From an optimization exercise on the open Yosys and OpenROAD flow, aimed at small area; shortcuts taken in it are not production practice.
Function was checked by simulation only, so behaviour that the tests miss may differ from the original.
Power and IR drop assume default switching activity.

==> exp/violet: inputs <==
==> flow/design.v <==
package dmem_responder_pkg;
  localparam int unsigned DEPTH = 128;   
  localparam int unsigned STEP  = 3;
endpackage
module dmem_word_array (
  input  logic        clk_i,
  input  logic        rst_i,
  input  logic [42:0] whit_i,     
  input  logic [42:0] whit2_i,    
  input  logic [31:0] wdata_i,    
  input  logic [31:0] wdata_n_i,  
  input  logic [3:0]  be_i,
  input  logic [42:0] rsel_i,     
  input  logic [42:0] rsel_n_i,   
  output logic [31:0] rdata_o,
  output logic        rvalid_o
);
  localparam int unsigned N = dmem_responder_pkg::DEPTH;
  localparam int unsigned S = dmem_responder_pkg::STEP;
  localparam int unsigned NT = (N + S - 1) / S;
  function automatic bit pol(int unsigned i);
    pol = ((i / S) % 2) == 1;
  endfunction
  logic [31:0]  ring_q [N];
  logic [31:0]  ring_d [N];
  logic [N-1:0] vld_q, vld_d;
  for (genvar i = 0; i < int'(N); i++) begin : g_pos
    localparam int unsigned Prev = (i + N - 1) % N;
    if (i % S == 0) begin : g_wport
      for (genvar b = 0; b < 4; b++) begin : g_lane
        logic       sel, sel_n;
        logic [7:0] q, x, d;
        assign q = ring_q[Prev][8*b +: 8];
        if (pol(Prev)) begin : g_from_inv
          assign sel   = (whit_i[i/S] && be_i[b]) || !vld_q[Prev];
          assign sel_n = !(whit2_i[i/S] && be_i[b]);
          assign x     = wdata_n_i[8*b +: 8];
        end else begin : g_from_true
          assign sel   = whit_i[i/S] && be_i[b];
          assign sel_n = !(whit2_i[i/S] && be_i[b]) && vld_q[Prev];
          assign x     = wdata_i[8*b +: 8];
        end
        assign d = (q | {8{sel}}) & ({8{sel_n}} | x);
        assign ring_d[i][8*b +: 8] = (i == 0) ? d : ~d;
      end
      assign vld_d[i] = vld_q[Prev] || whit_i[i/S];
    end else begin : g_plain
      assign ring_d[i] = ring_q[Prev];
      assign vld_d[i]  = vld_q[Prev];
    end
  end
  always_ff @(posedge clk_i) begin
    for (int i = 0; i < int'(N); i++) begin
      ring_q[i] <= ring_d[i];
    end
  end
  always_ff @(posedge clk_i or negedge rst_i) begin
    if (!rst_i) begin
      vld_q <= '0;
    end else begin
      vld_q <= vld_d;
    end
  end
  logic [31:0] rd_or;
  logic        rv_or;
  always_comb begin
    rd_or = '0;
    rv_or = 1'b0;
    for (int r = 0; r < int'(NT); r++) begin
      if (pol(r * S)) begin
        rd_or = rd_or | ~({32{rsel_n_i[r]}} | ring_q[r*S]);
      end else begin
        rd_or = rd_or | ({32{rsel_i[r]}} & ring_q[r*S]);
      end
      rv_or = rv_or | (rsel_i[r] & vld_q[r*S]);
    end
  end
  assign rdata_o  = rd_or;
  assign rvalid_o = rv_or;
endmodule
module dmem_pos_dec #(
  parameter int unsigned BASE = 0
) (
  input  logic        en_i,
  input  logic [6:0]  pos_i,
  output logic [42:0] hot_o
);
  for (genvar r = 0; r < 43; r++) begin : g_hot
    assign hot_o[r] = en_i && (pos_i == 7'((r * dmem_responder_pkg::STEP + BASE) % dmem_responder_pkg::DEPTH));
  end
endmodule
module dmem_responder #(
  parameter int unsigned DEPTH   = 128,
  parameter int unsigned LATENCY = 2
) (
  input  logic        clk_i,
  input  logic        rst_i,
  input  logic        req_valid_i,
  output logic        req_ready_o,
  input  logic        req_write_i,
  input  logic [31:0] req_addr_i,
  input  logic [31:0] req_wdata_i,
  input  logic [3:0]  req_be_i,
  output logic        rsp_valid_o,
  input  logic        rsp_ready_i,
  output logic [31:0] rsp_rdata_o,
  output logic        rsp_err_o,
  output logic        busy_o
);
  if (DEPTH != dmem_responder_pkg::DEPTH || LATENCY != 2) begin : gen_bad_param
    $fatal(1, "dmem_responder: only DEPTH=128, LATENCY=2 is supported");
  end
  logic        busy_q, resp_q;
  logic [6:0]  phase_q;              
  logic [6:0]  pos_q;                
  logic        err_q, wpend_q;
  logic [31:0] data_q;               
  logic [3:0]  be_q;
  logic        rvld_q, got_q;
  logic        accept, acc_err;
  logic [6:0]  cur_idle, cur;
  logic [42:0] whot, rhot;
  logic        whit, rhit, cap;
  logic [31:0] tap_data, rdata;
  logic        tap_vld, rvld;
  logic [31:0] wmask;
  assign accept  = !busy_q && req_valid_i;
  assign acc_err = (req_addr_i[1:0] != 2'b00) || (req_addr_i[31:9] != '0);
  for (genvar b = 0; b < 4; b++) begin : g_mask
    assign wmask[8*b +: 8] = {8{req_be_i[b]}};
  end
  assign cur_idle = req_addr_i[8:2] + phase_q;
  assign cur      = busy_q ? pos_q : cur_idle;
  dmem_pos_dec #(.BASE(dmem_responder_pkg::DEPTH - 1)) u_wdec (
    .en_i  (wpend_q),
    .pos_i (pos_q),
    .hot_o (whot)
  );
  dmem_pos_dec #(.BASE(0)) u_rdec (
    .en_i  (!(busy_q && got_q)),
    .pos_i (cur),
    .hot_o (rhot)
  );
  assign whit = |whot;
  assign rhit = |rhot;
  dmem_word_array u_array (
    .clk_i     (clk_i),
    .rst_i     (rst_i),
    .whit_i    (whot),
    .whit2_i   (whot),
    .wdata_i   (data_q),
    .wdata_n_i (~data_q),
    .be_i      (be_q),
    .rsel_i    (rhot),
    .rsel_n_i  (~rhot),
    .rdata_o   (tap_data),
    .rvalid_o  (tap_vld)
  );
  assign cap = rhit && (accept ? !req_write_i : (busy_q && !got_q));
  always_ff @(posedge clk_i or negedge rst_i) begin
    if (!rst_i) begin
      busy_q  <= 1'b0;
      resp_q  <= 1'b0;
      phase_q <= '0;
      wpend_q <= 1'b0;
    end else begin
      phase_q <= phase_q + 7'd1;
      if (accept) begin
        busy_q <= 1'b1;
      end else if (busy_q && !resp_q) begin
        resp_q <= 1'b1;
      end else if (resp_q && rsp_ready_i) begin
        busy_q <= 1'b0;
        resp_q <= 1'b0;
      end
      if (accept) begin
        wpend_q <= req_write_i && !acc_err;
      end else if (whit) begin
        wpend_q <= 1'b0;
      end
    end
  end
  always_ff @(posedge clk_i) begin
    pos_q <= (accept ? cur_idle : pos_q) + 7'd1;
    if (accept) begin
      err_q <= acc_err;
      be_q  <= req_be_i;
      got_q <= req_write_i || rhit;
    end else if (cap) begin
      got_q <= 1'b1;
    end
    if (accept && req_write_i) begin
      data_q <= req_wdata_i & wmask;
      rvld_q <= 1'b0;
    end else if (cap) begin
      data_q <= tap_data;
      rvld_q <= tap_vld;
    end
  end
  assign rdata = tap_data | (data_q & {32{got_q}});
  assign rvld  = tap_vld | (rvld_q && got_q);
  assign req_ready_o = !busy_q;
  assign rsp_valid_o = resp_q;
  assign busy_o      = busy_q;
  assign rsp_err_o   = err_q;
  assign rsp_rdata_o = rdata & {32{rvld && !err_q}};
endmodule
==> flow/flow/run.sh <==
#!/bin/bash
set -euo pipefail
cd "$(dirname "$0")/.."
bash standard.sh \
  "CTS_ARGS=-sink_clustering_enable -repair_clock_nets -dont_use_dummy_load -buf_list sky130_fd_sc_hd__clkbuf_4 -sink_clustering_size 10 -sink_clustering_max_diameter 30" \
  "BUFFER_PORTS_ARGS=-buffer_cell sky130_fd_sc_hd__buf_1" \
  finish > flow_make.log 2>&1
==> flow/standard.sh <==
#!/bin/bash
# synth_recipe.tcl (not shown) runs the flow's synth.tcl, then flattens the netlist and writes it again
# the make line also repeats each setting of config.mk as NAME=value (left out here)
make -C /OpenROAD-flow-scripts/flow DESIGN_CONFIG=/design/flow/config.mk WORK_HOME=/design/flow/orfs CLKGATE_MAP_FILE= SYNTH_SCRIPT=/design/flow/synth_recipe.tcl "${@:-finish}"
==> flow/config.mk <==
export PLATFORM = sky130hd
export DESIGN_NAME = dmem_responder
export DESIGN_NICKNAME = dmem_responder
export VERILOG_FILES = /design/flow/design.v
export SDC_FILE = /design/flow/constraint.sdc
export NUM_CORES = 4
export LEC_CHECK = 0
export CAP_MARGIN = 20
export CORE_MARGIN = 2
export CORE_UTILIZATION = 45
export PLACE_DENSITY = 0.6
export SETUP_SLACK_MARGIN = 0.1
export SLEW_MARGIN = 20
export SYNTH_HIERARCHICAL = 1
==> flow/constraint.sdc <==
create_clock -name core_clock -period 10.0 [get_ports {clk_i}]
set_input_delay 2.0000 -clock core_clock [delete_from_list [all_inputs] [get_ports {clk_i}]]
set_output_delay 2.0000 -clock core_clock [all_outputs]
set_load 0.01 [all_outputs]
==> exp/amber (differences from exp/violet) <==
--- a/flow/design.v
+++ b/flow/design.v
@@ -137,7 +137,7 @@
     .hot_o (whot)
   );
   dmem_pos_dec #(.BASE(0)) u_rdec (
-    .en_i  (!(busy_q && got_q)),
+    .en_i  (1'b1),
     .pos_i (cur),
     .hot_o (rhot)
   );
@@ -197,8 +197,8 @@
       rvld_q <= tap_vld;
     end
   end
-  assign rdata = tap_data | (data_q & {32{got_q}});
-  assign rvld  = tap_vld | (rvld_q && got_q);
+  assign rdata = got_q ? data_q : tap_data;
+  assign rvld  = got_q ? rvld_q : tap_vld;
   assign req_ready_o = !busy_q;
   assign rsp_valid_o = resp_q;
   assign busy_o      = busy_q;
==> flow/flow/run.sh (replaced) <==
#!/bin/bash
set -euo pipefail
cd "$(dirname "$0")/.."
bash standard.sh \
  "CTS_ARGS=-sink_clustering_enable -repair_clock_nets -dont_use_dummy_load -buf_list sky130_fd_sc_hd__clkbuf_4 -sink_clustering_size 8 -sink_clustering_max_diameter 30" \
  "BUFFER_PORTS_ARGS=-buffer_cell sky130_fd_sc_hd__buf_2" \
  finish > flow_make.log 2>&1
--- a/flow/config.mk
+++ b/flow/config.mk
@@ -9,6 +9,5 @@
 export CORE_MARGIN = 2
 export CORE_UTILIZATION = 45
 export PLACE_DENSITY = 0.6
-export SETUP_SLACK_MARGIN = 0.1
 export SLEW_MARGIN = 20
 export SYNTH_HIERARCHICAL = 1
==> exp/harbor (differences from exp/violet) <==
--- a/flow/design.v
+++ b/flow/design.v
@@ -137,7 +137,7 @@
     .hot_o (whot)
   );
   dmem_pos_dec #(.BASE(0)) u_rdec (
-    .en_i  (!(busy_q && got_q)),
+    .en_i  (1'b1),
     .pos_i (cur),
     .hot_o (rhot)
   );
@@ -197,8 +197,8 @@
       rvld_q <= tap_vld;
     end
   end
-  assign rdata = tap_data | (data_q & {32{got_q}});
-  assign rvld  = tap_vld | (rvld_q && got_q);
+  assign rdata = got_q ? data_q : tap_data;
+  assign rvld  = got_q ? rvld_q : tap_vld;
   assign req_ready_o = !busy_q;
   assign rsp_valid_o = resp_q;
   assign busy_o      = busy_q;
==> flow/flow/run.sh (replaced) <==
#!/bin/bash
set -euo pipefail
cd "$(dirname "$0")/.."
bash standard.sh \
  "CTS_ARGS=-sink_clustering_enable -repair_clock_nets -dont_use_dummy_load -buf_list sky130_fd_sc_hd__clkbuf_4 -sink_clustering_size 10 -sink_clustering_max_diameter 30" \
  "BUFFER_PORTS_ARGS=-buffer_cell sky130_fd_sc_hd__buf_2" \
  finish > flow_make.log 2>&1
==> qor summary <==
| quantity | exp/amber | exp/harbor | exp/violet |
|---|---|---|---|
| Y dimension of the die | 498 µm | 498 µm | 497 µm |
| Sequential power share | 61.6% | 62.4% | 62.2% |
| Status | timing/DRC/antenna clean | timing/DRC/antenna clean | timing/DRC/antenna clean |
| Post-synthesis to final-layout area growth | 9.71% | 9.32% | 9.33% |
| Buffer and inverter count on the worst path | 4 | 5 | 4 |
| Arrival @ worst endpoint | 7.55 ns | 7.52 ns | 7.55 ns |
| Cell Area, Placed | 115000 µm² | 115000 µm² | 115000 µm² |
| Cell area after synthesis | 110000 µm² | 110000 µm² | 110000 µm² |
| Final instance area | 120000 µm² | 120000 µm² | 120000 µm² |
| Total power | 0.0280 W | 0.0276 W | 0.0277 W |
| Most repeated library cell on the critical path | nor2_1 | - | nor2_1 |
| Clock insertion delay at the later pin of the skew report | 1.52 ns | 1.54 ns | 1.53 ns |
| Sw frac | 26.2% | 26.1% | 26.4% |
| Vias per cell | 6.20 | 6.20 | 6.23 |
| Final WL | 468 mm | 467 mm | 471 mm |
| Net count reported at finish | 8864 | 8809 | 8803 |
| Power drawn by the clock network | 0.00873 W | 0.00839 W | 0.00839 W |

-- separate check: timing with driven ports --
Ports are ideal in the flow. The routed layouts listed here were re-timed in OpenROAD.
Step 1 sets driving cells, clkbuf_16 on the clock port and buf_2 on the other inputs (assumed; they add their load-dependent delay and slew).
Step 2 moves the port delays by t, midway between the first and last clock arrival at a register: inputs arrive t later, outputs are due t later. That takes back most of the time a late clock gives input paths.
Three values: ideal, step 1, step 2; two values: the first two.
run | t, ns | slack for setup (ns) | worst setup path at the end | pins driven straight from the clock port
exp/violet | 1.546 | 0.452 / 0.431 / 0.431 | input to output | 1
exp/amber | 1.522 | 0.447 / 0.423 / 0.423 | input to output | 1
exp/harbor | 1.548 | 0.477 / 0.457 / 0.457 | input to output | 1
After both steps setup and hold are still met in every run listed. The setup slack of exp/amber, which loses most, moves by -0.024 ns with the drivers and by -0.024 ns with both steps.
